From an optimization exercise on the open Yosys and OpenROAD flow, aimed at small area, a short achievable clock period and few clock cycles per item; shortcuts taken in it are not production practice. In this exercise RTL edits were held to simulation tests only and were not proved equivalent to the original. Power and IR drop assume default switching activity.

File: flow/design.v
`timescale 1ns/100ps
package conv_cfg_pkg;
    localparam int INPUT_HEIGHT  = 4;
    localparam int KERNEL_HEIGHT = 3;
    localparam int KERNEL_WIDTH  = 2;
    localparam int OUT_ROWS      = INPUT_HEIGHT - KERNEL_HEIGHT + 1;
    localparam int NUM_STEPS     = KERNEL_HEIGHT * KERNEL_WIDTH + 1;  
    localparam int NUM_CHANNELS  = 2;
    localparam int WORD_WIDTH = 16;
    localparam int ACC_WIDTH  = 32;
    typedef logic signed [WORD_WIDTH-1:0]     word_t;   
    typedef logic signed [ACC_WIDTH-1:0]      acc_t;    
    typedef logic [$clog2(NUM_STEPS)-1:0]     step_t;   
    localparam word_t WORD_MAX = 16'sh7fff;
    localparam logic [NUM_CHANNELS*NUM_STEPS*WORD_WIDTH-1:0] CONV_WEIGHTS = {
        -16'sd3,   
        -16'sd1,   
        16'sd2,   
        16'sd0,   
        16'sd1,   
        16'sd1,   
        -16'sd2,   
        16'sd5,   
        16'sd1,   
        16'sd0,   
        16'sd3,   
        -16'sd1,   
        16'sd2,   
        16'sd1    
    };
endpackage
`timescale 1ns/100ps
package conv_if_pkg;
    localparam int IF_INPUT_HEIGHT = 4;
    localparam int IF_KERNEL_WIDTH = 2;
    localparam int IF_OUT_ROWS     = 2;
    localparam int IF_WORD_WIDTH   = 16;
    localparam int IF_ACC_WIDTH    = 32;
    typedef struct packed {
        logic signed [IF_INPUT_HEIGHT-1:0][IF_KERNEL_WIDTH-1:0][IF_WORD_WIDTH-1:0] pixels;
    } window_t;
    typedef struct packed {
        logic signed [IF_OUT_ROWS-1:0][IF_ACC_WIDTH-1:0] sums;
    } channel_out_t;
    typedef struct packed {
        logic signed [IF_OUT_ROWS-1:0][IF_WORD_WIDTH-1:0] rows;
    } result_t;
    typedef logic [1:0] credit_cnt_t;
    localparam credit_cnt_t IN_CREDITS  = 2'd2;
    localparam credit_cnt_t OUT_CREDITS = 2'd2;
endpackage
`timescale 1ns/100ps
module conv_pair_top (
    input  logic                 clk_i,
    input  logic                 reset_i,
    input  logic                 win_valid_i,
    input  logic [127:0]         win_i,            
    output logic                 credit_o,
    input  logic                 credit_i,
    output logic                 result_valid_o,
    output logic [31:0]          result_o          
);
    logic [1:0][16:0] row_raw;     
    logic [15:0] pa0;
    logic [15:0] pb0;
    logic [15:0] pc0;
    logic [15:0] pd0;
    logic [3:0] u0;
    logic s0_1;
    logic k0_2;
    logic s0_3;
    logic k0_4;
    logic s0_5;
    logic k0_6;
    logic s0_7;
    logic k0_8;
    logic s0_9;
    logic k0_10;
    logic s0_11;
    logic k0_12;
    logic s0_13;
    logic k0_14;
    logic s0_15;
    logic k0_16;
    logic s0_17;
    logic k0_18;
    logic s0_19;
    logic k0_20;
    logic s0_21;
    logic k0_22;
    logic s0_23;
    logic k0_24;
    logic s0_25;
    logic k0_26;
    logic s0_27;
    logic k0_28;
    logic s0_29;
    logic k0_30;
    logic s0_31;
    logic k0_32;
    logic s0_33;
    logic k0_34;
    logic s0_35;
    logic k0_36;
    logic s0_37;
    logic k0_38;
    logic s0_39;
    logic k0_40;
    logic s0_41;
    logic k0_42;
    logic s0_43;
    logic k0_44;
    logic s0_45;
    logic k0_46;
    logic s0_47;
    logic k0_48;
    logic s0_49;
    logic k0_50;
    logic s0_51;
    logic k0_52;
    logic s0_53;
    logic k0_54;
    logic s0_55;
    logic k0_56;
    logic s0_57;
    logic k0_58;
    logic s0_59;
    logic k0_60;
    logic s0_61;
    logic k0_62;
    logic s0_63;
    logic k0_64;
    logic s0_65;
    logic k0_66;
    logic s0_67;
    logic k0_68;
    logic s0_69;
    logic k0_70;
    logic s0_71;
    logic k0_72;
    logic s0_73;
    logic k0_74;
    logic s0_75;
    logic k0_76;
    logic s0_77;
    logic k0_78;
    logic s0_79;
    logic k0_80;
    logic s0_81;
    logic k0_82;
    logic s0_83;
    logic k0_84;
    logic s0_85;
    logic k0_86;
    logic s0_87;
    logic k0_88;
    logic s0_89;
    logic k0_90;
    logic s0_91;
    logic k0_92;
    logic s0_93;
    logic k0_94;
    logic s0_95;
    logic k0_96;
    logic s0_97;
    logic k0_98;
    logic s0_99;
    logic k0_100;
    logic s0_101;
    logic k0_102;
    logic s0_103;
    logic k0_104;
    logic s0_105;
    logic k0_106;
    logic s0_107;
    logic k0_108;
    logic s0_109;
    logic k0_110;
    logic s0_111;
    logic k0_112;
    logic s0_113;
    logic k0_114;
    logic s0_115;
    logic k0_116;
    logic [19:0] x0, y0;
    logic [4:0] z0;
    logic [14:0] lo0;
    logic [14:0] g0, p0;
    logic [15:0] cy0;    
    logic G0_117;
    logic P0_118;
    logic G0_119;
    logic P0_120;
    logic G0_121;
    logic P0_122;
    logic G0_123;
    logic P0_124;
    logic G0_125;
    logic P0_126;
    logic G0_127;
    logic P0_128;
    logic G0_129;
    logic P0_130;
    logic G0_131;
    logic P0_132;
    logic G0_133;
    logic P0_134;
    logic G0_135;
    logic P0_136;
    logic G0_137;
    logic P0_138;
    logic G0_139;
    logic P0_140;
    logic G0_141;
    logic P0_142;
    logic G0_143;
    logic P0_144;
    logic G0_145;
    logic P0_146;
    logic G0_147;
    logic P0_148;
    logic G0_149;
    logic P0_150;
    logic G0_151;
    logic P0_152;
    logic G0_153;
    logic P0_154;
    logic G0_155;
    logic P0_156;
    logic G0_157;
    logic P0_158;
    logic G0_159;
    logic P0_160;
    logic [4:0] hi0_0, hi1_0;
    logic neg0, nz0;
    logic [15:0] pa1;
    logic [15:0] pb1;
    logic [15:0] pc1;
    logic [15:0] pd1;
    logic [3:0] u1;
    logic s1_161;
    logic k1_162;
    logic s1_163;
    logic k1_164;
    logic s1_165;
    logic k1_166;
    logic s1_167;
    logic k1_168;
    logic s1_169;
    logic k1_170;
    logic s1_171;
    logic k1_172;
    logic s1_173;
    logic k1_174;
    logic s1_175;
    logic k1_176;
    logic s1_177;
    logic k1_178;
    logic s1_179;
    logic k1_180;
    logic s1_181;
    logic k1_182;
    logic s1_183;
    logic k1_184;
    logic s1_185;
    logic k1_186;
    logic s1_187;
    logic k1_188;
    logic s1_189;
    logic k1_190;
    logic s1_191;
    logic k1_192;
    logic s1_193;
    logic k1_194;
    logic s1_195;
    logic k1_196;
    logic s1_197;
    logic k1_198;
    logic s1_199;
    logic k1_200;
    logic s1_201;
    logic k1_202;
    logic s1_203;
    logic k1_204;
    logic s1_205;
    logic k1_206;
    logic s1_207;
    logic k1_208;
    logic s1_209;
    logic k1_210;
    logic s1_211;
    logic k1_212;
    logic s1_213;
    logic k1_214;
    logic s1_215;
    logic k1_216;
    logic s1_217;
    logic k1_218;
    logic s1_219;
    logic k1_220;
    logic s1_221;
    logic k1_222;
    logic s1_223;
    logic k1_224;
    logic s1_225;
    logic k1_226;
    logic s1_227;
    logic k1_228;
    logic s1_229;
    logic k1_230;
    logic s1_231;
    logic k1_232;
    logic s1_233;
    logic k1_234;
    logic s1_235;
    logic k1_236;
    logic s1_237;
    logic k1_238;
    logic s1_239;
    logic k1_240;
    logic s1_241;
    logic k1_242;
    logic s1_243;
    logic k1_244;
    logic s1_245;
    logic k1_246;
    logic s1_247;
    logic k1_248;
    logic s1_249;
    logic k1_250;
    logic s1_251;
    logic k1_252;
    logic s1_253;
    logic k1_254;
    logic s1_255;
    logic k1_256;
    logic s1_257;
    logic k1_258;
    logic s1_259;
    logic k1_260;
    logic s1_261;
    logic k1_262;
    logic s1_263;
    logic k1_264;
    logic s1_265;
    logic k1_266;
    logic s1_267;
    logic k1_268;
    logic s1_269;
    logic k1_270;
    logic s1_271;
    logic k1_272;
    logic s1_273;
    logic k1_274;
    logic s1_275;
    logic k1_276;
    logic [19:0] x1, y1;
    logic [4:0] z1;
    logic [14:0] lo1;
    logic [14:0] g1, p1;
    logic [15:0] cy1;    
    logic G1_277;
    logic P1_278;
    logic G1_279;
    logic P1_280;
    logic G1_281;
    logic P1_282;
    logic G1_283;
    logic P1_284;
    logic G1_285;
    logic P1_286;
    logic G1_287;
    logic P1_288;
    logic G1_289;
    logic P1_290;
    logic G1_291;
    logic P1_292;
    logic G1_293;
    logic P1_294;
    logic G1_295;
    logic P1_296;
    logic G1_297;
    logic P1_298;
    logic G1_299;
    logic P1_300;
    logic G1_301;
    logic P1_302;
    logic G1_303;
    logic P1_304;
    logic G1_305;
    logic P1_306;
    logic G1_307;
    logic P1_308;
    logic G1_309;
    logic P1_310;
    logic G1_311;
    logic P1_312;
    logic G1_313;
    logic P1_314;
    logic G1_315;
    logic P1_316;
    logic G1_317;
    logic P1_318;
    logic G1_319;
    logic P1_320;
    logic [4:0] hi0_1, hi1_1;
    logic neg1, nz1;
    assign pa0 = win_i[0 +: 16];   
    assign pb0 = win_i[16 +: 16];   
    assign pc0 = win_i[48 +: 16];   
    assign pd0 = win_i[64 +: 16];   
    assign u0 = 4'd1 - {3'd0, pa0[15]} + 4'd3 * {3'd0, pb0[15]} + 4'd3 * {3'd0, pc0[15]} + 4'd2 * {3'd0, pd0[15]};
    assign s0_1 = ~(pb0[0] ^ pc0[0]);
    assign k0_2 = pb0[0] | pc0[0];
    assign s0_3 = ~(pb0[1] ^ pb0[0]);
    assign k0_4 = pb0[1] | pb0[0];
    conv_fa i_s0_5 (.a(pc0[1]), .b(pc0[0]), .c(pd0[0]), .s(s0_5), .co(k0_6));
    conv_fa i_s0_7 (.a(~pa0[1]), .b(k0_2), .c(s0_3), .s(s0_7), .co(k0_8));
    conv_fa i_s0_9 (.a(pb0[2]), .b(pb0[1]), .c(pc0[2]), .s(s0_9), .co(k0_10));
    conv_fa i_s0_11 (.a(pc0[1]), .b(pd0[1]), .c(~pa0[2]), .s(s0_11), .co(k0_12));
    conv_fa i_s0_13 (.a(k0_4), .b(k0_6), .c(s0_9), .s(s0_13), .co(k0_14));
    conv_fa i_s0_15 (.a(s0_11), .b(k0_8), .c(s0_13), .s(s0_15), .co(k0_16));
    conv_fa i_s0_17 (.a(pb0[3]), .b(pb0[2]), .c(pc0[3]), .s(s0_17), .co(k0_18));
    conv_fa i_s0_19 (.a(pc0[2]), .b(pd0[2]), .c(~pa0[3]), .s(s0_19), .co(k0_20));
    conv_fa i_s0_21 (.a(k0_10), .b(k0_12), .c(s0_17), .s(s0_21), .co(k0_22));
    conv_fa i_s0_23 (.a(s0_19), .b(k0_14), .c(s0_21), .s(s0_23), .co(k0_24));
    conv_fa i_s0_25 (.a(pb0[4]), .b(pb0[3]), .c(pc0[4]), .s(s0_25), .co(k0_26));
    conv_fa i_s0_27 (.a(pc0[3]), .b(pd0[3]), .c(~pa0[4]), .s(s0_27), .co(k0_28));
    conv_fa i_s0_29 (.a(k0_18), .b(k0_20), .c(s0_25), .s(s0_29), .co(k0_30));
    conv_fa i_s0_31 (.a(s0_27), .b(k0_22), .c(s0_29), .s(s0_31), .co(k0_32));
    conv_fa i_s0_33 (.a(pb0[5]), .b(pb0[4]), .c(pc0[5]), .s(s0_33), .co(k0_34));
    conv_fa i_s0_35 (.a(pc0[4]), .b(pd0[4]), .c(~pa0[5]), .s(s0_35), .co(k0_36));
    conv_fa i_s0_37 (.a(k0_26), .b(k0_28), .c(s0_33), .s(s0_37), .co(k0_38));
    conv_fa i_s0_39 (.a(s0_35), .b(k0_30), .c(s0_37), .s(s0_39), .co(k0_40));
    conv_fa i_s0_41 (.a(pb0[6]), .b(pb0[5]), .c(pc0[6]), .s(s0_41), .co(k0_42));
    conv_fa i_s0_43 (.a(pc0[5]), .b(pd0[5]), .c(~pa0[6]), .s(s0_43), .co(k0_44));
    conv_fa i_s0_45 (.a(k0_34), .b(k0_36), .c(s0_41), .s(s0_45), .co(k0_46));
    conv_fa i_s0_47 (.a(s0_43), .b(k0_38), .c(s0_45), .s(s0_47), .co(k0_48));
    conv_fa i_s0_49 (.a(pb0[7]), .b(pb0[6]), .c(pc0[7]), .s(s0_49), .co(k0_50));
    conv_fa i_s0_51 (.a(pc0[6]), .b(pd0[6]), .c(~pa0[7]), .s(s0_51), .co(k0_52));
    conv_fa i_s0_53 (.a(k0_42), .b(k0_44), .c(s0_49), .s(s0_53), .co(k0_54));
    conv_fa i_s0_55 (.a(s0_51), .b(k0_46), .c(s0_53), .s(s0_55), .co(k0_56));
    conv_fa i_s0_57 (.a(pb0[8]), .b(pb0[7]), .c(pc0[8]), .s(s0_57), .co(k0_58));
    conv_fa i_s0_59 (.a(pc0[7]), .b(pd0[7]), .c(~pa0[8]), .s(s0_59), .co(k0_60));
    conv_fa i_s0_61 (.a(k0_50), .b(k0_52), .c(s0_57), .s(s0_61), .co(k0_62));
    conv_fa i_s0_63 (.a(s0_59), .b(k0_54), .c(s0_61), .s(s0_63), .co(k0_64));
    conv_fa i_s0_65 (.a(pb0[9]), .b(pb0[8]), .c(pc0[9]), .s(s0_65), .co(k0_66));
    conv_fa i_s0_67 (.a(pc0[8]), .b(pd0[8]), .c(~pa0[9]), .s(s0_67), .co(k0_68));
    conv_fa i_s0_69 (.a(k0_58), .b(k0_60), .c(s0_65), .s(s0_69), .co(k0_70));
    conv_fa i_s0_71 (.a(s0_67), .b(k0_62), .c(s0_69), .s(s0_71), .co(k0_72));
    conv_fa i_s0_73 (.a(pb0[10]), .b(pb0[9]), .c(pc0[10]), .s(s0_73), .co(k0_74));
    conv_fa i_s0_75 (.a(pc0[9]), .b(pd0[9]), .c(~pa0[10]), .s(s0_75), .co(k0_76));
    conv_fa i_s0_77 (.a(k0_66), .b(k0_68), .c(s0_73), .s(s0_77), .co(k0_78));
    conv_fa i_s0_79 (.a(s0_75), .b(k0_70), .c(s0_77), .s(s0_79), .co(k0_80));
    conv_fa i_s0_81 (.a(pb0[11]), .b(pb0[10]), .c(pc0[11]), .s(s0_81), .co(k0_82));
    conv_fa i_s0_83 (.a(pc0[10]), .b(pd0[10]), .c(~pa0[11]), .s(s0_83), .co(k0_84));
    conv_fa i_s0_85 (.a(k0_74), .b(k0_76), .c(s0_81), .s(s0_85), .co(k0_86));
    conv_fa i_s0_87 (.a(s0_83), .b(k0_78), .c(s0_85), .s(s0_87), .co(k0_88));
    conv_fa i_s0_89 (.a(pb0[12]), .b(pb0[11]), .c(pc0[12]), .s(s0_89), .co(k0_90));
    conv_fa i_s0_91 (.a(pc0[11]), .b(pd0[11]), .c(~pa0[12]), .s(s0_91), .co(k0_92));
    conv_fa i_s0_93 (.a(k0_82), .b(k0_84), .c(s0_89), .s(s0_93), .co(k0_94));
    conv_fa i_s0_95 (.a(s0_91), .b(k0_86), .c(s0_93), .s(s0_95), .co(k0_96));
    conv_fa i_s0_97 (.a(pb0[13]), .b(pb0[12]), .c(pc0[13]), .s(s0_97), .co(k0_98));
    conv_fa i_s0_99 (.a(pc0[12]), .b(pd0[12]), .c(~pa0[13]), .s(s0_99), .co(k0_100));
    conv_fa i_s0_101 (.a(k0_90), .b(k0_92), .c(s0_97), .s(s0_101), .co(k0_102));
    conv_fa i_s0_103 (.a(s0_99), .b(k0_94), .c(s0_101), .s(s0_103), .co(k0_104));
    conv_fa i_s0_105 (.a(pb0[14]), .b(pb0[13]), .c(pc0[14]), .s(s0_105), .co(k0_106));
    conv_fa i_s0_107 (.a(pc0[13]), .b(pd0[13]), .c(~pa0[14]), .s(s0_107), .co(k0_108));
    conv_fa i_s0_109 (.a(k0_98), .b(k0_100), .c(s0_105), .s(s0_109), .co(k0_110));
    conv_fa i_s0_111 (.a(s0_107), .b(k0_102), .c(s0_109), .s(s0_111), .co(k0_112));
    conv_fa i_s0_113 (.a(pb0[14]), .b(pc0[14]), .c(pd0[14]), .s(s0_113), .co(k0_114));
    conv_fa i_s0_115 (.a(k0_106), .b(k0_108), .c(s0_113), .s(s0_115), .co(k0_116));
    assign x0[0] = ~pa0[0];
    assign y0[0] = s0_1;
    assign x0[1] = s0_5;
    assign y0[1] = s0_7;
    assign x0[2] = s0_15;
    assign y0[2] = 1'b0;
    assign x0[3] = k0_16;
    assign y0[3] = s0_23;
    assign x0[4] = k0_24;
    assign y0[4] = s0_31;
    assign x0[5] = k0_32;
    assign y0[5] = s0_39;
    assign x0[6] = k0_40;
    assign y0[6] = s0_47;
    assign x0[7] = k0_48;
    assign y0[7] = s0_55;
    assign x0[8] = k0_56;
    assign y0[8] = s0_63;
    assign x0[9] = k0_64;
    assign y0[9] = s0_71;
    assign x0[10] = k0_72;
    assign y0[10] = s0_79;
    assign x0[11] = k0_80;
    assign y0[11] = s0_87;
    assign x0[12] = k0_88;
    assign y0[12] = s0_95;
    assign x0[13] = k0_96;
    assign y0[13] = s0_103;
    assign x0[14] = k0_104;
    assign y0[14] = s0_111;
    assign x0[15] = k0_110;
    assign y0[15] = s0_115;
    assign z0[0] = k0_112;
    assign x0[16] = k0_114;
    assign y0[16] = k0_116;
    assign z0[1] = 1'b0;
    assign x0[17] = 1'b0;
    assign y0[17] = 1'b0;
    assign z0[2] = 1'b0;
    assign x0[18] = 1'b0;
    assign y0[18] = 1'b0;
    assign z0[3] = 1'b0;
    assign x0[19] = 1'b0;
    assign y0[19] = 1'b0;
    assign z0[4] = 1'b0;
    assign g0 = x0[14:0] & y0[14:0];
    assign p0 = x0[14:0] ^ y0[14:0];
    assign G0_117 = g0[1] | (p0[1] & g0[0]);
    assign P0_118 = p0[1] & p0[0];
    assign G0_119 = g0[3] | (p0[3] & g0[2]);
    assign P0_120 = p0[3] & p0[2];
    assign G0_121 = g0[5] | (p0[5] & g0[4]);
    assign P0_122 = p0[5] & p0[4];
    assign G0_123 = g0[7] | (p0[7] & g0[6]);
    assign P0_124 = p0[7] & p0[6];
    assign G0_125 = g0[9] | (p0[9] & g0[8]);
    assign P0_126 = p0[9] & p0[8];
    assign G0_127 = g0[11] | (p0[11] & g0[10]);
    assign P0_128 = p0[11] & p0[10];
    assign G0_129 = g0[13] | (p0[13] & g0[12]);
    assign P0_130 = p0[13] & p0[12];
    assign G0_131 = G0_119 | (P0_120 & G0_117);
    assign P0_132 = P0_120 & P0_118;
    assign G0_133 = G0_123 | (P0_124 & G0_121);
    assign P0_134 = P0_124 & P0_122;
    assign G0_135 = G0_127 | (P0_128 & G0_125);
    assign P0_136 = P0_128 & P0_126;
    assign G0_137 = G0_133 | (P0_134 & G0_131);
    assign P0_138 = P0_134 & P0_132;
    assign G0_139 = G0_135 | (P0_136 & G0_137);
    assign P0_140 = P0_136 & P0_138;
    assign G0_141 = G0_121 | (P0_122 & G0_131);
    assign P0_142 = P0_122 & P0_132;
    assign G0_143 = G0_125 | (P0_126 & G0_137);
    assign P0_144 = P0_126 & P0_138;
    assign G0_145 = G0_129 | (P0_130 & G0_139);
    assign P0_146 = P0_130 & P0_140;
    assign G0_147 = g0[2] | (p0[2] & G0_117);
    assign P0_148 = p0[2] & P0_118;
    assign G0_149 = g0[4] | (p0[4] & G0_131);
    assign P0_150 = p0[4] & P0_132;
    assign G0_151 = g0[6] | (p0[6] & G0_141);
    assign P0_152 = p0[6] & P0_142;
    assign G0_153 = g0[8] | (p0[8] & G0_137);
    assign P0_154 = p0[8] & P0_138;
    assign G0_155 = g0[10] | (p0[10] & G0_143);
    assign P0_156 = p0[10] & P0_144;
    assign G0_157 = g0[12] | (p0[12] & G0_139);
    assign P0_158 = p0[12] & P0_140;
    assign G0_159 = g0[14] | (p0[14] & G0_145);
    assign P0_160 = p0[14] & P0_146;
    assign cy0[0] = 1'b0;
    assign cy0[1] = g0[0];
    assign cy0[2] = G0_117;
    assign cy0[3] = G0_147;
    assign cy0[4] = G0_131;
    assign cy0[5] = G0_149;
    assign cy0[6] = G0_141;
    assign cy0[7] = G0_151;
    assign cy0[8] = G0_137;
    assign cy0[9] = G0_153;
    assign cy0[10] = G0_143;
    assign cy0[11] = G0_155;
    assign cy0[12] = G0_139;
    assign cy0[13] = G0_157;
    assign cy0[14] = G0_145;
    assign cy0[15] = G0_159;
    assign lo0 = p0 ^ cy0[14:0];
    assign hi0_0 = x0[19:15] + y0[19:15] + z0;
    assign hi1_0 = x0[19:15] + y0[19:15] + z0 + 1'b1;
    assign neg0 = cy0[15] ? (hi1_0 < {1'b0, u0}) : (hi0_0 < {1'b0, u0});
    assign nz0 = cy0[15] ? (hi1_0 != {1'b0, u0}) : (hi0_0 != {1'b0, u0});
    assign row_raw[0] = {neg0, nz0, lo0};
    assign pa1 = win_i[32 +: 16];   
    assign pb1 = win_i[48 +: 16];   
    assign pc1 = win_i[80 +: 16];   
    assign pd1 = win_i[96 +: 16];   
    assign u1 = 4'd1 - {3'd0, pa1[15]} + 4'd3 * {3'd0, pb1[15]} + 4'd3 * {3'd0, pc1[15]} + 4'd2 * {3'd0, pd1[15]};
    assign s1_161 = ~(pb1[0] ^ pc1[0]);
    assign k1_162 = pb1[0] | pc1[0];
    assign s1_163 = ~(pb1[1] ^ pb1[0]);
    assign k1_164 = pb1[1] | pb1[0];
    conv_fa i_s1_165 (.a(pc1[1]), .b(pc1[0]), .c(pd1[0]), .s(s1_165), .co(k1_166));
    conv_fa i_s1_167 (.a(~pa1[1]), .b(k1_162), .c(s1_163), .s(s1_167), .co(k1_168));
    conv_fa i_s1_169 (.a(pb1[2]), .b(pb1[1]), .c(pc1[2]), .s(s1_169), .co(k1_170));
    conv_fa i_s1_171 (.a(pc1[1]), .b(pd1[1]), .c(~pa1[2]), .s(s1_171), .co(k1_172));
    conv_fa i_s1_173 (.a(k1_164), .b(k1_166), .c(s1_169), .s(s1_173), .co(k1_174));
    conv_fa i_s1_175 (.a(s1_171), .b(k1_168), .c(s1_173), .s(s1_175), .co(k1_176));
    conv_fa i_s1_177 (.a(pb1[3]), .b(pb1[2]), .c(pc1[3]), .s(s1_177), .co(k1_178));
    conv_fa i_s1_179 (.a(pc1[2]), .b(pd1[2]), .c(~pa1[3]), .s(s1_179), .co(k1_180));
    conv_fa i_s1_181 (.a(k1_170), .b(k1_172), .c(s1_177), .s(s1_181), .co(k1_182));
    conv_fa i_s1_183 (.a(s1_179), .b(k1_174), .c(s1_181), .s(s1_183), .co(k1_184));
    conv_fa i_s1_185 (.a(pb1[4]), .b(pb1[3]), .c(pc1[4]), .s(s1_185), .co(k1_186));
    conv_fa i_s1_187 (.a(pc1[3]), .b(pd1[3]), .c(~pa1[4]), .s(s1_187), .co(k1_188));
    conv_fa i_s1_189 (.a(k1_178), .b(k1_180), .c(s1_185), .s(s1_189), .co(k1_190));
    conv_fa i_s1_191 (.a(s1_187), .b(k1_182), .c(s1_189), .s(s1_191), .co(k1_192));
    conv_fa i_s1_193 (.a(pb1[5]), .b(pb1[4]), .c(pc1[5]), .s(s1_193), .co(k1_194));
    conv_fa i_s1_195 (.a(pc1[4]), .b(pd1[4]), .c(~pa1[5]), .s(s1_195), .co(k1_196));
    conv_fa i_s1_197 (.a(k1_186), .b(k1_188), .c(s1_193), .s(s1_197), .co(k1_198));
    conv_fa i_s1_199 (.a(s1_195), .b(k1_190), .c(s1_197), .s(s1_199), .co(k1_200));
    conv_fa i_s1_201 (.a(pb1[6]), .b(pb1[5]), .c(pc1[6]), .s(s1_201), .co(k1_202));
    conv_fa i_s1_203 (.a(pc1[5]), .b(pd1[5]), .c(~pa1[6]), .s(s1_203), .co(k1_204));
    conv_fa i_s1_205 (.a(k1_194), .b(k1_196), .c(s1_201), .s(s1_205), .co(k1_206));
    conv_fa i_s1_207 (.a(s1_203), .b(k1_198), .c(s1_205), .s(s1_207), .co(k1_208));
    conv_fa i_s1_209 (.a(pb1[7]), .b(pb1[6]), .c(pc1[7]), .s(s1_209), .co(k1_210));
    conv_fa i_s1_211 (.a(pc1[6]), .b(pd1[6]), .c(~pa1[7]), .s(s1_211), .co(k1_212));
    conv_fa i_s1_213 (.a(k1_202), .b(k1_204), .c(s1_209), .s(s1_213), .co(k1_214));
    conv_fa i_s1_215 (.a(s1_211), .b(k1_206), .c(s1_213), .s(s1_215), .co(k1_216));
    conv_fa i_s1_217 (.a(pb1[8]), .b(pb1[7]), .c(pc1[8]), .s(s1_217), .co(k1_218));
    conv_fa i_s1_219 (.a(pc1[7]), .b(pd1[7]), .c(~pa1[8]), .s(s1_219), .co(k1_220));
    conv_fa i_s1_221 (.a(k1_210), .b(k1_212), .c(s1_217), .s(s1_221), .co(k1_222));
    conv_fa i_s1_223 (.a(s1_219), .b(k1_214), .c(s1_221), .s(s1_223), .co(k1_224));
    conv_fa i_s1_225 (.a(pb1[9]), .b(pb1[8]), .c(pc1[9]), .s(s1_225), .co(k1_226));
    conv_fa i_s1_227 (.a(pc1[8]), .b(pd1[8]), .c(~pa1[9]), .s(s1_227), .co(k1_228));
    conv_fa i_s1_229 (.a(k1_218), .b(k1_220), .c(s1_225), .s(s1_229), .co(k1_230));
    conv_fa i_s1_231 (.a(s1_227), .b(k1_222), .c(s1_229), .s(s1_231), .co(k1_232));
    conv_fa i_s1_233 (.a(pb1[10]), .b(pb1[9]), .c(pc1[10]), .s(s1_233), .co(k1_234));
    conv_fa i_s1_235 (.a(pc1[9]), .b(pd1[9]), .c(~pa1[10]), .s(s1_235), .co(k1_236));
    conv_fa i_s1_237 (.a(k1_226), .b(k1_228), .c(s1_233), .s(s1_237), .co(k1_238));
    conv_fa i_s1_239 (.a(s1_235), .b(k1_230), .c(s1_237), .s(s1_239), .co(k1_240));
    conv_fa i_s1_241 (.a(pb1[11]), .b(pb1[10]), .c(pc1[11]), .s(s1_241), .co(k1_242));
    conv_fa i_s1_243 (.a(pc1[10]), .b(pd1[10]), .c(~pa1[11]), .s(s1_243), .co(k1_244));
    conv_fa i_s1_245 (.a(k1_234), .b(k1_236), .c(s1_241), .s(s1_245), .co(k1_246));
    conv_fa i_s1_247 (.a(s1_243), .b(k1_238), .c(s1_245), .s(s1_247), .co(k1_248));
    conv_fa i_s1_249 (.a(pb1[12]), .b(pb1[11]), .c(pc1[12]), .s(s1_249), .co(k1_250));
    conv_fa i_s1_251 (.a(pc1[11]), .b(pd1[11]), .c(~pa1[12]), .s(s1_251), .co(k1_252));
    conv_fa i_s1_253 (.a(k1_242), .b(k1_244), .c(s1_249), .s(s1_253), .co(k1_254));
    conv_fa i_s1_255 (.a(s1_251), .b(k1_246), .c(s1_253), .s(s1_255), .co(k1_256));
    conv_fa i_s1_257 (.a(pb1[13]), .b(pb1[12]), .c(pc1[13]), .s(s1_257), .co(k1_258));
    conv_fa i_s1_259 (.a(pc1[12]), .b(pd1[12]), .c(~pa1[13]), .s(s1_259), .co(k1_260));
    conv_fa i_s1_261 (.a(k1_250), .b(k1_252), .c(s1_257), .s(s1_261), .co(k1_262));
    conv_fa i_s1_263 (.a(s1_259), .b(k1_254), .c(s1_261), .s(s1_263), .co(k1_264));
    conv_fa i_s1_265 (.a(pb1[14]), .b(pb1[13]), .c(pc1[14]), .s(s1_265), .co(k1_266));
    conv_fa i_s1_267 (.a(pc1[13]), .b(pd1[13]), .c(~pa1[14]), .s(s1_267), .co(k1_268));
    conv_fa i_s1_269 (.a(k1_258), .b(k1_260), .c(s1_265), .s(s1_269), .co(k1_270));
    conv_fa i_s1_271 (.a(s1_267), .b(k1_262), .c(s1_269), .s(s1_271), .co(k1_272));
    conv_fa i_s1_273 (.a(pb1[14]), .b(pc1[14]), .c(pd1[14]), .s(s1_273), .co(k1_274));
    conv_fa i_s1_275 (.a(k1_266), .b(k1_268), .c(s1_273), .s(s1_275), .co(k1_276));
    assign x1[0] = ~pa1[0];
    assign y1[0] = s1_161;
    assign x1[1] = s1_165;
    assign y1[1] = s1_167;
    assign x1[2] = s1_175;
    assign y1[2] = 1'b0;
    assign x1[3] = k1_176;
    assign y1[3] = s1_183;
    assign x1[4] = k1_184;
    assign y1[4] = s1_191;
    assign x1[5] = k1_192;
    assign y1[5] = s1_199;
    assign x1[6] = k1_200;
    assign y1[6] = s1_207;
    assign x1[7] = k1_208;
    assign y1[7] = s1_215;
    assign x1[8] = k1_216;
    assign y1[8] = s1_223;
    assign x1[9] = k1_224;
    assign y1[9] = s1_231;
    assign x1[10] = k1_232;
    assign y1[10] = s1_239;
    assign x1[11] = k1_240;
    assign y1[11] = s1_247;
    assign x1[12] = k1_248;
    assign y1[12] = s1_255;
    assign x1[13] = k1_256;
    assign y1[13] = s1_263;
    assign x1[14] = k1_264;
    assign y1[14] = s1_271;
    assign x1[15] = k1_270;
    assign y1[15] = s1_275;
    assign z1[0] = k1_272;
    assign x1[16] = k1_274;
    assign y1[16] = k1_276;
    assign z1[1] = 1'b0;
    assign x1[17] = 1'b0;
    assign y1[17] = 1'b0;
    assign z1[2] = 1'b0;
    assign x1[18] = 1'b0;
    assign y1[18] = 1'b0;
    assign z1[3] = 1'b0;
    assign x1[19] = 1'b0;
    assign y1[19] = 1'b0;
    assign z1[4] = 1'b0;
    assign g1 = x1[14:0] & y1[14:0];
    assign p1 = x1[14:0] ^ y1[14:0];
    assign G1_277 = g1[1] | (p1[1] & g1[0]);
    assign P1_278 = p1[1] & p1[0];
    assign G1_279 = g1[3] | (p1[3] & g1[2]);
    assign P1_280 = p1[3] & p1[2];
    assign G1_281 = g1[5] | (p1[5] & g1[4]);
    assign P1_282 = p1[5] & p1[4];
    assign G1_283 = g1[7] | (p1[7] & g1[6]);
    assign P1_284 = p1[7] & p1[6];
    assign G1_285 = g1[9] | (p1[9] & g1[8]);
    assign P1_286 = p1[9] & p1[8];
    assign G1_287 = g1[11] | (p1[11] & g1[10]);
    assign P1_288 = p1[11] & p1[10];
    assign G1_289 = g1[13] | (p1[13] & g1[12]);
    assign P1_290 = p1[13] & p1[12];
    assign G1_291 = G1_279 | (P1_280 & G1_277);
    assign P1_292 = P1_280 & P1_278;
    assign G1_293 = G1_283 | (P1_284 & G1_281);
    assign P1_294 = P1_284 & P1_282;
    assign G1_295 = G1_287 | (P1_288 & G1_285);
    assign P1_296 = P1_288 & P1_286;
    assign G1_297 = G1_293 | (P1_294 & G1_291);
    assign P1_298 = P1_294 & P1_292;
    assign G1_299 = G1_295 | (P1_296 & G1_297);
    assign P1_300 = P1_296 & P1_298;
    assign G1_301 = G1_281 | (P1_282 & G1_291);
    assign P1_302 = P1_282 & P1_292;
    assign G1_303 = G1_285 | (P1_286 & G1_297);
    assign P1_304 = P1_286 & P1_298;
    assign G1_305 = G1_289 | (P1_290 & G1_299);
    assign P1_306 = P1_290 & P1_300;
    assign G1_307 = g1[2] | (p1[2] & G1_277);
    assign P1_308 = p1[2] & P1_278;
    assign G1_309 = g1[4] | (p1[4] & G1_291);
    assign P1_310 = p1[4] & P1_292;
    assign G1_311 = g1[6] | (p1[6] & G1_301);
    assign P1_312 = p1[6] & P1_302;
    assign G1_313 = g1[8] | (p1[8] & G1_297);
    assign P1_314 = p1[8] & P1_298;
    assign G1_315 = g1[10] | (p1[10] & G1_303);
    assign P1_316 = p1[10] & P1_304;
    assign G1_317 = g1[12] | (p1[12] & G1_299);
    assign P1_318 = p1[12] & P1_300;
    assign G1_319 = g1[14] | (p1[14] & G1_305);
    assign P1_320 = p1[14] & P1_306;
    assign cy1[0] = 1'b0;
    assign cy1[1] = g1[0];
    assign cy1[2] = G1_277;
    assign cy1[3] = G1_307;
    assign cy1[4] = G1_291;
    assign cy1[5] = G1_309;
    assign cy1[6] = G1_301;
    assign cy1[7] = G1_311;
    assign cy1[8] = G1_297;
    assign cy1[9] = G1_313;
    assign cy1[10] = G1_303;
    assign cy1[11] = G1_315;
    assign cy1[12] = G1_299;
    assign cy1[13] = G1_317;
    assign cy1[14] = G1_305;
    assign cy1[15] = G1_319;
    assign lo1 = p1 ^ cy1[14:0];
    assign hi0_1 = x1[19:15] + y1[19:15] + z1;
    assign hi1_1 = x1[19:15] + y1[19:15] + z1 + 1'b1;
    assign neg1 = cy1[15] ? (hi1_1 < {1'b0, u1}) : (hi0_1 < {1'b0, u1});
    assign nz1 = cy1[15] ? (hi1_1 != {1'b0, u1}) : (hi0_1 != {1'b0, u1});
    assign row_raw[1] = {neg1, nz1, lo1};
    logic [1:0][33:0] entry;
    logic [1:0]       entry_valid;
    logic             wr_ptr;
    logic             rd_ptr;
    logic [1:0]       out_credits;
    logic             send;
    logic [33:0]      head;
    logic [1:0][14:0] head_sat;
    assign send           = entry_valid[rd_ptr] && (out_credits != 2'd0);
    assign result_valid_o = send;
    assign credit_o       = send;
    assign head           = entry[rd_ptr];
    for (genvar r = 0; r < 2; r++) begin : g_sat
        assign head_sat[r] = head[17 * r + 16] ? 15'd0 : head[17 * r + 15] ? 15'h7fff : head[17 * r +: 15];
    end
    assign result_o = {1'b0, head_sat[1], 1'b0, head_sat[0]};
    always_ff @(posedge clk_i) begin
        if (reset_i) begin
            entry_valid <= 2'b00;
            wr_ptr      <= 1'b0;
            rd_ptr      <= 1'b0;
            out_credits <= 2'd2;
        end else begin
            if (win_valid_i) begin
                entry_valid[wr_ptr] <= 1'b1;
                wr_ptr              <= !wr_ptr;
            end
            if (send) begin
                entry_valid[rd_ptr] <= 1'b0;
                rd_ptr              <= !rd_ptr;
            end
            case ({send, credit_i})
                2'b10:   out_credits <= out_credits - 1'b1;
                2'b01:   out_credits <= out_credits + 1'b1;
                default: out_credits <= out_credits;
            endcase
        end
    end
    always_ff @(posedge clk_i) begin
        if (win_valid_i) begin
            entry[wr_ptr] <= row_raw;
        end
    end
endmodule
module conv_fa (
    input  logic a,
    input  logic b,
    input  logic c,
    output logic s,
    output logic co
);
    assign s  = a ^ b ^ c;
    assign co = (a & b) | (a & c) | (b & c);
endmodule
File: flow/flow/run.sh
#!/bin/bash
# Standard layout (the standard.sh, all ORFS steps), except that the port buffers are
# buf_2 cells instead of the delay buffers buffer_ports picks by default.
# Each tool's full output is in orfs/logs/; make's own output is in make.log.
set -euo pipefail
bash standard.sh BUFFER_PORTS_ARGS="-buffer_cell sky130_fd_sc_hd__buf_2" finish > make.log 2>&1
File: flow/standard.sh
#!/bin/bash
# synth_recipe.tcl (not shown) runs the flow's synth.tcl, then flattens the netlist and writes it again
# the make line also repeats each setting of config.mk as NAME=value (left out here)
make -C /OpenROAD-flow-scripts/flow DESIGN_CONFIG=/design/flow/config.mk WORK_HOME=/design/flow/orfs CLKGATE_MAP_FILE= SYNTH_SCRIPT=/design/flow/synth_recipe.tcl "${@:-finish}"
File: flow/config.mk
export PLATFORM = sky130hd
export DESIGN_NAME = conv_pair_top
export DESIGN_NICKNAME = conv_pair_top
export VERILOG_FILES = /design/flow/design.v
export SDC_FILE = /design/flow/constraint.sdc
export NUM_CORES = 4
export LEC_CHECK = 0
export CAP_MARGIN = 20
export CORE_MARGIN = 2
export CORE_UTILIZATION = 40
export SETUP_SLACK_MARGIN = 3.5
export SLEW_MARGIN = 20
export SYNTH_HIERARCHICAL = 1
export SYNTH_MINIMUM_KEEP_SIZE = 0
File: flow/constraint.sdc
create_clock -name core_clock -period 10.0 [get_ports {clk_i}]
set_input_delay 2.0000 -clock core_clock [delete_from_list [all_inputs] [get_ports {clk_i}]]
set_output_delay 2.0000 -clock core_clock [all_outputs]
set_load 0.01 [all_outputs]
==> results of run 1 <==
logic make-up after synthesis:
family / share of synthesized area [%]
other: 0.0502
xor gates and xnor gates: 1.99
muxes: 4.79
adders and majority gates: 44.5
DFF: 29.0
AOI/OAI and AO/OA: 6.19
buffers and inverters: 6.13
and+or+nand+nor: 7.39
power by group through the flow:
| stage | Sequential (mW) | Clock, mW | Combinational (mW) |
|---|---|---|---|
| 6_report | 0.514 | 0.306 | 1.44 |
| 5_1_grt | 0.522 | 0.323 | 1.65 |
| 4_1_cts | 0.516 | 0.311 | 1.47 |
| 3_5_place_dp | 0.521 | 0 | 1.47 |
| 3_3_place_gp | 0.517 | 0 | 1.40 |
| 2_1_floorplan | 0.513 | 0 | 1.02 |
area by class of cell:
| class | instances | area [sq um] |
|---|---|---|
| tap | 229 | 287 |
| multi-input combinational | 414 | 4860 |
| clock buffer | 10 | 229 |
| inverter | 96 | 360 |
| timing repair buffer | 151 | 778 |
| sequential | 74 | 2160 |
| fill | 1668 | 9420 |
| clock inverter | 5 | 56.3 |
worst max-delay path, cell delays in order:
cell and delay [ns]:
buf_2 0.15, fa_1 0.46, fa_1 0.53, fa_1 0.41, ha_1 0.32, nand3b_1 0.12
o2bb2ai_1 0.22, o211ai_1 0.35, a31oi_1 0.16, fa_1 0.46, nand2b_1 0.18, o22ai_1 0.25
nor2_1 0.07
synth_stat cells:
cell type,n
a211oi_1,2
a21o_1,9
a21oi_1,39
a2bb2oi_1,2
a31oi_1,2
and2_1,34
and3_1,4
and4_1,2
buf_1,1
buf_2,6
buf_4,6
clkbuf_1,5
conb_1,1
dfxtp_1,6
edfxtp_1,68
fa_1,134
ha_1,51
inv_1,94
inv_2,2
mux2_4,2
mux2i_1,30
mux2i_2,2
nand2_1,7
nand2b_1,2
nand3_1,6
nand3b_1,1
nand4_1,1
nor2_1,24
nor2b_1,13
nor3_1,6
o211ai_1,1
o211ai_2,1
o21a_1,2
o21ai_0,4
o21ai_1,4
o21ba_1,2
o221a_1,1
o22ai_1,1
o22ai_2,1
o2bb2ai_1,1
o311a_1,2
or3_1,2
xnor2_1,8
xor2_1,9
per-module statistics from Yosys (local to each module, per instance):
module	flip-flops and latches	copies in the design	area (sq um)
conv_fa	0	112	20.0
conv_pair_top	74	1	5220
final timing paths:
| kind | startpoint | end | cells after the start |
|---|---|---|---|
| worst max-delay path | win_i[49] | register | 13 |
| worst min-delay path | entry_valid[1] | entry_valid[1] | 2 |
| worst max register to register | rd_ptr | out_credits[1] | 6 |
| worst min register to register | entry_valid[1] | entry_valid[1] | 2 |
routing by layer:
metal / vias to the layer above / GRT usage [%] / share of wire [%]
met3: 16 / 2.34 / 3.8
met4: 0 / 3.58 / 1.1
met2: 111 / 31.0 / 54
li1: 2264 / - / -
met1: 2334 / 20.8 / 41
met5: - / 0 / 0
==> metrics.yaml, run 1 <==
status: "no timing/DRC/antenna violations"
cts_hold_buf: 0
end_kind: "register"
fin_util_pct: 48.1
power_frac_clock_pct: 13.6
vias_per_cell: 4.83
fin_crit_sh_pct: 56.1
yosysTopAreaCellShare_pct: 35.9
final_common_cell: "buf_2"
first_pass_iters: 15
grt.total_usage_pct: 16.7
pre_cts_slack_ns: 4.00
postCtsSetupBuffers: 0
grt_max_degree: 47
critPathLaunchType: "primary input"
drive_gt1_share_pct: 23.3
yosysTopAreaCell: "fa_1"
gp_congestion: 0.765
grt_pass1_wl_mm: 26.2
swShare_pct: 41.2
path_clk_slew_ns: 0.06
drt-initial-drc-count: 243
avgSynthCellArea_sq_um: 12.4
r2r_setup_slack_ns: 7.88
h-tree-depth: 3
fin_area_sq_mm: 0.00873
total_power_mw: 2.26
clock_latency_ns: 0.33
place_area_sq_mm: 0.00842
antennaDiodeCount: 0
drc: 0
setup_viol: 0
io-pin-count: 166
hpwlAfterDp_mm: 12.8
cts_tree: "done"
cts_num_sinks: 74
drv_cap: 0
nNetsFinal: 1063
cts_buffers: 9
critical_path_required_ns: 10.07
yosysWarningCount: 7
finalHoldViolCount: 0
hold_path_class: "register to register"
report.final.slew_viol_count: 0
ys_seq_area_share_pct: 29.0
die_area_sq_mm: 0.0198
tns_ns: 0
worstMarginPinSlew_ns: 0.903
initial_utilization_pct: 41.1
placed_cells: 963
p_comb_share_pct: 63.7
root_buffer: "clkbuf_16"
worst-setup-path-type: "primary input to register"
timing.fmax_ghz: 0.178
port-buffer-count: 147
internal-power_mw: 1.33
die_height_microns: 141
p_leak_nw: 3.92
arrival_ns: 5.68
fin_ws_ns: 4.39
cp_max_fo: 4
clockBufferDepth: 2
p_per_area_mw_per_mm2: 259
avgRoutedWirePerCell_microns: 15.7
fin_crit_ns: 5.61
rsz0062_at_grt: "false"
grt_pass1_vias: 5489
switchingPower_mw: 0.931
wirelength_mm: 15.4
synthToLayoutAreaGrowth_pct: 16.9
ant_nets: 0
vias: 4725
ys_ff_latch: 74
antenna_found_initial: 0
finalClockSkew_ns: 0.00444
gr-total-overflow: 0
synthCells: 601
rows: 49
pwr-share-seq_pct: 22.8
synth_area_leaders: "fa_1 36%, edfxtp_1 27%, ha_1 8.5%"
relSlewSlack_pct: 38.6
core_area_sq_mm: 0.0181
fin_cells: 979
hold_ws_ns: 0.501
ir_drop_uv: 110
synth.distinct_cells: 44
synth_area_sq_mm: 0.00746
layout_common_cells: "147 x buf_2, 134 x fa_1, 94 x inv_1"
die_w_microns: 141
cts_resized: 0
Testbench counts, summed over its fixed seeds: cycles 968, items 960.
==> run 2, diff against run 1 <==
--- a/flow/config.mk
+++ b/flow/config.mk
@@ -10,3 +10,3 @@
 export CORE_UTILIZATION = 40
-export SETUP_SLACK_MARGIN = 3.5
+export SETUP_SLACK_MARGIN = 4.0
 export SLEW_MARGIN = 20
==> metrics.yaml, run 2 <==
fin_util_pct: 48.1  # unchanged
critical_path_required_ns: 10.07  # about the same
ir_drop_uv: 110  # unchanged
die_w_microns: 141  # unchanged
worstMarginPinSlew_ns: 0.903  # unchanged
fin_crit_ns: 5.61  # unchanged
io-pin-count: 166  # unchanged
synth_area_sq_mm: 0.00746  # unchanged
worst-setup-path-type: "primary input to register"
layout_common_cells: "147 x buf_2, 134 x fa_1, 94 x inv_1"
vias: 4725  # unchanged
die_area_sq_mm: 0.0198  # unchanged
timing.fmax_ghz: 0.178  # unchanged
nNetsFinal: 1063  # unchanged
vias_per_cell: 4.83  # unchanged
arrival_ns: 5.68  # about the same
ys_seq_area_share_pct: 29.0  # unchanged
cts_buffers: 9  # unchanged
internal-power_mw: 1.33  # unchanged
yosysTopAreaCell: "fa_1"
drive_gt1_share_pct: 23.3  # unchanged
port-buffer-count: 147  # unchanged
report.final.slew_viol_count: 0  # unchanged
cp_max_fo: 4  # unchanged
path_clk_slew_ns: 0.06  # about the same
die_height_microns: 141  # unchanged
finalHoldViolCount: 0  # unchanged
p_comb_share_pct: 63.7  # about the same
multiInputGateArea_sq_mm: 0.00486  # unchanged
final-seq-area_sq_mm: 0.00216  # unchanged
relSlewSlack_pct: 38.6  # unchanged
wirelength_mm: 15.4  # unchanged
synth_enable_flop_cells: 68  # unchanged
hold_path_class: "register to register"
drt-initial-drc-count: 243  # unchanged
min_to: "entry_valid[1]"
synthToLayoutAreaGrowth_pct: 16.9  # unchanged
synthArstFlopShare_pct: 0  # unchanged
synthCells: 601  # unchanged
r2r_start: "rd_ptr"
grt_max_degree: 47  # unchanged
grt_pass1_vias: 5489  # unchanged
drv_cap: 0  # unchanged
synth_area_leaders: "fa_1 36%, edfxtp_1 27%, ha_1 8.5%"
rows: 49  # unchanged
p_leak_nw: 3.92  # unchanged
hold_path_startpoint: "entry_valid[1]"
switchingPower_mw: 0.931  # unchanged
synthTopCellsByCount: "134 x fa_1, 94 x inv_1, 68 x edfxtp_1"
total_power_mw: 2.26  # unchanged
yosysWarningCount: 7  # unchanged
final_common_cell: "buf_2"
clockBufferDepth: 2  # unchanged
antenna_found_initial: 0  # unchanged
tns_ns: 0  # unchanged
swShare_pct: 41.2  # unchanged
gr-total-overflow: 0  # unchanged
cts_hold_buf: 0  # unchanged
end_kind: "register"
postCtsSetupBuffers: 0  # unchanged
root_buffer: "clkbuf_16"
avgSynthCellArea_sq_um: 12.4  # unchanged
status: "no timing/DRC/antenna violations"
ant_nets: 0  # unchanged
yosysTopAreaCellShare_pct: 35.9  # unchanged
antennaDiodeCount: 0  # unchanged
setup_viol: 0  # unchanged
finalClockSkew_ns: 0.00444  # unchanged
initial_utilization_pct: 41.1  # unchanged
cts_resized: 0  # unchanged
clock_latency_ns: 0.33  # about the same
core_area_sq_mm: 0.0181  # unchanged
synth-main-ff-cell: "edfxtp_1"
hpwlAfterDp_mm: 12.8  # unchanged
rsz0062_at_grt: "false"
synth.distinct_cells: 44  # unchanged
yosys.cell_count.top_type: "fa_1"
avgRoutedWirePerCell_microns: 15.7  # unchanged
fin_cells: 979  # unchanged
regToRegEndpoint: "out_credits[1]"
p_per_area_mw_per_mm2: 259  # unchanged
fillers: 1668  # unchanged
cts_tree: "done"
reg2reg_depth: 6  # unchanged
grt.total_usage_pct: 16.7  # unchanged
placed_cells: 963  # unchanged
drc: 0  # unchanged
critPathLaunchType: "primary input"
pwr-share-seq_pct: 22.8  # about the same
power_frac_clock_pct: 13.6  # about the same
ys_ff_latch: 74  # unchanged
min_path_cells: 2  # unchanged
cts_num_sinks: 74  # unchanged
h-tree-depth: 3  # unchanged
fin_crit_sh_pct: 56.1  # unchanged
r2r_setup_slack_ns: 7.88  # about the same
first_pass_iters: 15  # unchanged
gp_congestion: 0.765  # unchanged
grt_pass1_wl_mm: 26.2  # unchanged
-- run 2: layer usage --
| metal | share of wire, % | global-route usage (%) | up-vias |
|---|---|---|---|
| met1 | 41 | 20.8 | 2334 |
| met4 | 1.1 | 3.58 | 0 |
| met5 | 0 | 0 | - |
| met2 | 54 | 31.0 | 111 |
| li1 | - | - | 2264 |
| met3 | 3.8 | 2.34 | 16 |
-- run 2: per-module statistics from Yosys (local to each module, per instance) --
module | cells | flops+latches | area, sq um
conv_pair_top | 489 | 74 | 5220
conv_fa | 1 | 0 | 20.0
-- run 2: kinds of logic after synthesis --
family	Yosys count	share of synthesized area [%]
xor+xnor	17	1.99
other cells	1	0.0502
flops	74	29.0
simple gates	102	7.39
buf+inv	114	6.13
fa+ha+maj	185	44.5
compound gates	74	6.19
mux	34	4.79
-- run 2: cell type report --
type / count / area share [%]
tap: 229 / 3.28
clock inverter: 5 / 0.645
multi-input combinational: 414 / 55.6
clock buffer: 10 / 2.62
inverter: 96 / 4.13
timing repair buffer: 151 / 8.92
sequential: 74 / 24.8
-- run 2: worst max-delay path by stage --
stage / startpoint / end
final: win_i[49] / register
after detailed placement: win_i[57] / register
after global routing: win_i[57] / register
after global placement: win_i[49] / register
after CTS: win_i[49] / register
after floorplan: win_i[30] / register
-- run 2: power groups by stage --
stage | Combinational [mW] | Sequential, mW | Clock, mW
4_1_cts | 1.47 | 0.516 | 0.311
2_1_floorplan | 1.02 | 0.513 | 0
5_1_grt | 1.65 | 0.522 | 0.323
6_report | 1.44 | 0.514 | 0.306
3_3_place_gp | 1.40 | 0.517 | 0
3_5_place_dp | 1.47 | 0.521 | 0
-- run 2: critical path, cell delays in order --
cell       delay [ns]
buf_2            0.15
fa_1             0.46
fa_1             0.53
fa_1             0.41
ha_1             0.32
nand3b_1         0.12
o2bb2ai_1        0.22
o211ai_1         0.35
a31oi_1          0.16
fa_1             0.46
nand2b_1         0.18
o22ai_1          0.25
nor2_1           0.07
-- run 2: through the flow --
stage / area (sq um) / worst slack [ns] / hold WS [ns]
after global routing: 8730 / 4.16 / 0.543
after floorplan: 7470 / 4.51 / 0.467
after CTS: 8710 / 4.33 / 0.507
after global placement: 8420 / 4.02 / 0.493
after detailed placement: 8420 / 4.00 / 0.499
final: 8730 / 4.39 / 0.501
==> run 3, diff against run 2 <==
==> flow/flow/run.sh (replaced) <==
#!/bin/bash
# Standard layout (the standard.sh, all ORFS steps), except that the port buffers are
# buf_1 cells instead of the delay buffers buffer_ports picks by default.
# Each tool's full output is in orfs/logs/; make's own output is in make.log.
set -euo pipefail
bash standard.sh BUFFER_PORTS_ARGS="-buffer_cell sky130_fd_sc_hd__buf_1" finish > make.log 2>&1
--- a/flow/config.mk
+++ b/flow/config.mk
@@ -9,3 +9,4 @@
 export CORE_MARGIN = 2
-export CORE_UTILIZATION = 40
+export CORE_UTILIZATION = 65
+export CTS_BUF_LIST = sky130_fd_sc_hd__clkbuf_4 sky130_fd_sc_hd__clkbuf_8
 export SETUP_SLACK_MARGIN = 4.0
==> metrics.yaml, run 3 <==
final_common_cell: "buf_1"
rows: 39  # -20%
drive_gt1_share_pct: 3.60  # -20 points
synth_area_sq_mm: 0.00746  # unchanged
p_leak_nw: 3.44  # -12%
antennaDiodeCount: 0  # unchanged
cts_hold_buf: 0  # unchanged
cts_resized: 0  # unchanged
cts_num_sinks: 74  # unchanged
hpwlAfterDp_mm: 11.6  # -9.4%
yosysTopAreaCell: "fa_1"
hold_path_class: "register to register"
critical_path_required_ns: 10.08  # about the same
worstPathCellList: "buf_1 -> fa_1 -> fa_1 -> fa_1 -> ha_1 -> nand3b_1 -> o2bb2ai_1 -> o211ai_1 -> a31oi_1 -> fa_1 -> nand2b_1 -> o22ai_1 -> nor2_1"
layout_common_cells: "147 x buf_1, 134 x fa_1, 94 x inv_1"
synthToLayoutAreaGrowth_pct: 11.4
multiInputGateArea_sq_mm: 0.00486  # unchanged
cts_tree: "done"
yosys.cell_count.top_type: "fa_1"
timing.fmax_ghz: 0.174  # -2.3%
h-tree-depth: 3  # unchanged
end_kind: "register"
grt_pass1_wl_mm: 24.5  # -6.5%
io-pin-count: 166  # unchanged
ant_nets: 0  # unchanged
vias_per_cell: 5.32  # +10%
cp_max_fo: 4  # unchanged
synth_area_leaders: "fa_1 36%, edfxtp_1 27%, ha_1 8.5%"
clock_latency_ns: 0.34  # about the same
port-buffer-count: 147  # unchanged
report.final.slew_viol_count: 0  # unchanged
synth_enable_flop_cells: 68  # unchanged
finalClockSkew_ns: 0.00641  # +0.00197 ns
pre_cts_slack_ns: 3.90  # -0.107 ns
nNetsFinal: 1062  # -0.094%
gr-total-overflow: 0  # unchanged
path_clk_slew_ns: 0.08  # +0.02 ns
final-seq-area_sq_mm: 0.00216  # unchanged
die_w_microns: 111  # -21%
slowest_delay_ns: 0.51  # -0.02 ns
grt_pass1_vias: 5243  # -4.5%
crit_family: "adder cells"
fin_ws_ns: 4.26  # -0.133 ns
synthArstFlopShare_pct: 0  # unchanged
fin_crit_sh_pct: 57.4  # +1.3 points
setup_viol: 0  # unchanged
drc: 0  # unchanged
drv_cap: 0  # unchanged
tns_ns: 0  # unchanged
wirelength_mm: 14.1  # -8.6%
relSlewSlack_pct: 31.8  # -6.8 points
gp_congestion: 0.839  # +9.6%
critPathLaunchType: "primary input"
arrival_ns: 5.82  # +0.14 ns
postCtsSetupBuffers: 0  # unchanged
grt_max_degree: 47  # unchanged
first_pass_iters: 4  # -11
synthCells: 601  # unchanged
ys_ff_latch: 74  # unchanged
cpMostUsedCell: "fa_1"
antenna_found_initial: 0  # unchanged
fin_crit_ns: 5.74  # +0.133 ns
cp.buffers_inverters: 1  # unchanged
avgSynthCellArea_sq_um: 12.4  # unchanged
clockBufferDepth: 2  # unchanged
rsz0062_at_grt: "false"
grt.total_usage_pct: 24.7  # +8.0 points
die_area_sq_mm: 0.0124  # -37%
drt-initial-drc-count: 245  # +0.82%
die_height_microns: 111  # -21%
root_buffer: "clkbuf_8"
finalHoldViolCount: 0  # unchanged
ir_drop_uv: 209  # +91%
ys_seq_area_share_pct: 29.0  # unchanged
yosysTopAreaCellShare_pct: 35.9  # unchanged
initial_utilization_pct: 65.9  # +25 points
worstMarginPinSlew_ns: 1.02  # +0.118 ns
status: "no timing/DRC/antenna violations"
cts_buffers: 9  # unchanged
synthTopCellsByCount: "134 x fa_1, 94 x inv_1, 68 x edfxtp_1"
synth.distinct_cells: 44  # unchanged
yosysWarningCount: 7  # unchanged
vias: 4753  # +0.59%
fin_util_pct: 73.5  # +25 points
core_area_sq_mm: 0.0113  # -38%
synth-main-ff-cell: "edfxtp_1"
p_per_area_mw_per_mm2: 259  # -0.12%
critPathSlowestCell: "fa_1"
fillers: 852  # -49%
worst-setup-path-type: "primary input to register"
avgRoutedWirePerCell_microns: 15.7  # +0.21%
run 3: changes by cell type in the layout (fill, tap and decap cells not counted):
cell / previous run / this run
buf_1: 0 / 147
buf_12: 1 / 0
clkbuf_16: 9 / 0
clkinv_2: 2 / 3
clkinv_4: 1 / 0
clkbuf_8: 0 / 9
clkbuf_1: 1 / 0
clkinv_1: 0 / 2
buf_2: 147 / 0
run 3: per-module statistics from Yosys (local to each module, per instance):
module | cells | flip-flops and latches | times used
conv_fa | 1 | 0 | 112
conv_pair_top | 489 | 74 | 1
run 3: power by group:
group	switching (mW)	internal [mW]	leakage [nW]
Combinational	0.798	0.621	2.65
Clock	0.106	0.112	0.0939
Sequential	0.0221	0.491	0.696
run 3: kinds of logic (layout without fill, tap and decap cells):
family	Yosys count	count (layout)	synth area share, %
other cells	1	2	0.0502
xor+xnor	17	17	1.99
simple gates	102	102	7.39
fa+ha+maj	185	185	44.5
compound gates	74	74	6.19
flops	74	74	29.0
mux	34	34	4.79
buf+inv	114	262	6.13
run 3: metrics by stage:
stage	hold slack [ns]	instances	total power [mW]	area, sq um
2_1_floorplan	0.467	602	1.53	7470
3_3_place_gp	0.484	877	1.89	8130
3_5_place_dp	0.501	877	1.95	8130
4_1_cts	0.512	893	2.17	8320
5_1_grt	0.542	893	2.37	8320
6_report	0.508	893	2.15	8320
run 3: per-layer routing:
metal / GRT usage, % / up-vias / share of wire (%) / routed length [microns]
met3: 3.01 / 18 / 4.2 / 589
met4: 5.02 / 0 / 1.6 / 229
met1: 32.3 / 2353 / 41 / 5780
li1: - / 2257 / - / -
met2: 45.0 / 125 / 53 / 7460
met5: 0 / - / 0 / 0
run 3: area by class of cell:
type / instances / area share, %
clock buffer: 9 / 1.49
clock inverter: 7 / 0.722
inverter: 96 / 4.33
multi-input combinational: 414 / 58.4
sequential: 74 / 26.0
tap: 143 / 2.15
timing repair buffer: 150 / 6.91
run 3: worst reg2reg max path, delay by kind of cell, from the launching register on:
kind / cells / cell delay, ns
flops: 1 / 0.32
compound gates: 1 / 0.21
simple gates: 3 / 0.61
fa+ha+maj: 1 / 0.32
buf+inv: 1 / 0.51
run 3: final timing paths:
path | cells past startpoint | start | slack, ns | endpoint
setup / recovery | 13 | win_i[51] | 4.26 | register
hold / removal | 2 | entry_valid[1] | 0.51 | entry_valid[1]
setup reg to reg | 6 | rd_ptr | 7.98 | out_credits[1]
hold reg to reg | 2 | entry_valid[1] | 0.51 | entry_valid[1]

port drivers added, routing unchanged:
Ports are ideal in the flow. The routed layouts listed here were re-timed in OpenROAD. Step 1 sets driving cells, clkbuf_16 on the clock port and buf_2 on the other inputs (assumed; they add their load-dependent delay and slew). Step 2 times the ports against the registers' clock, not the clock port: input delays grow and output delays shrink by t, the midpoint of the rising clock arrivals with the driver on. Slacks: no drivers / after step 1 / after step 2; pairs: no drivers / after step 1.
run	t (ns)	setup slack, ns	hold slack, ns	clock arrival spread, ns	worst register clock-pin slew, ns
run 1	0.366	4.389 / 4.408 / 4.042	0.501 / 0.501 / 0.501	0.006 / 0.007	0.06 / 0.06
run 2	0.366	4.389 / 4.408 / 4.042	0.501 / 0.501 / 0.501	0.006 / 0.007	0.06 / 0.06
run 3	0.357	4.256 / 4.261 / 3.904	0.508 / 0.508 / 0.508	0.009 / 0.010	0.08 / 0.08
After both steps setup and hold are still met in every run listed. The setup slack of run 3, which loses most, moves by +0.005 ns with the drivers and by -0.352 ns with both steps.
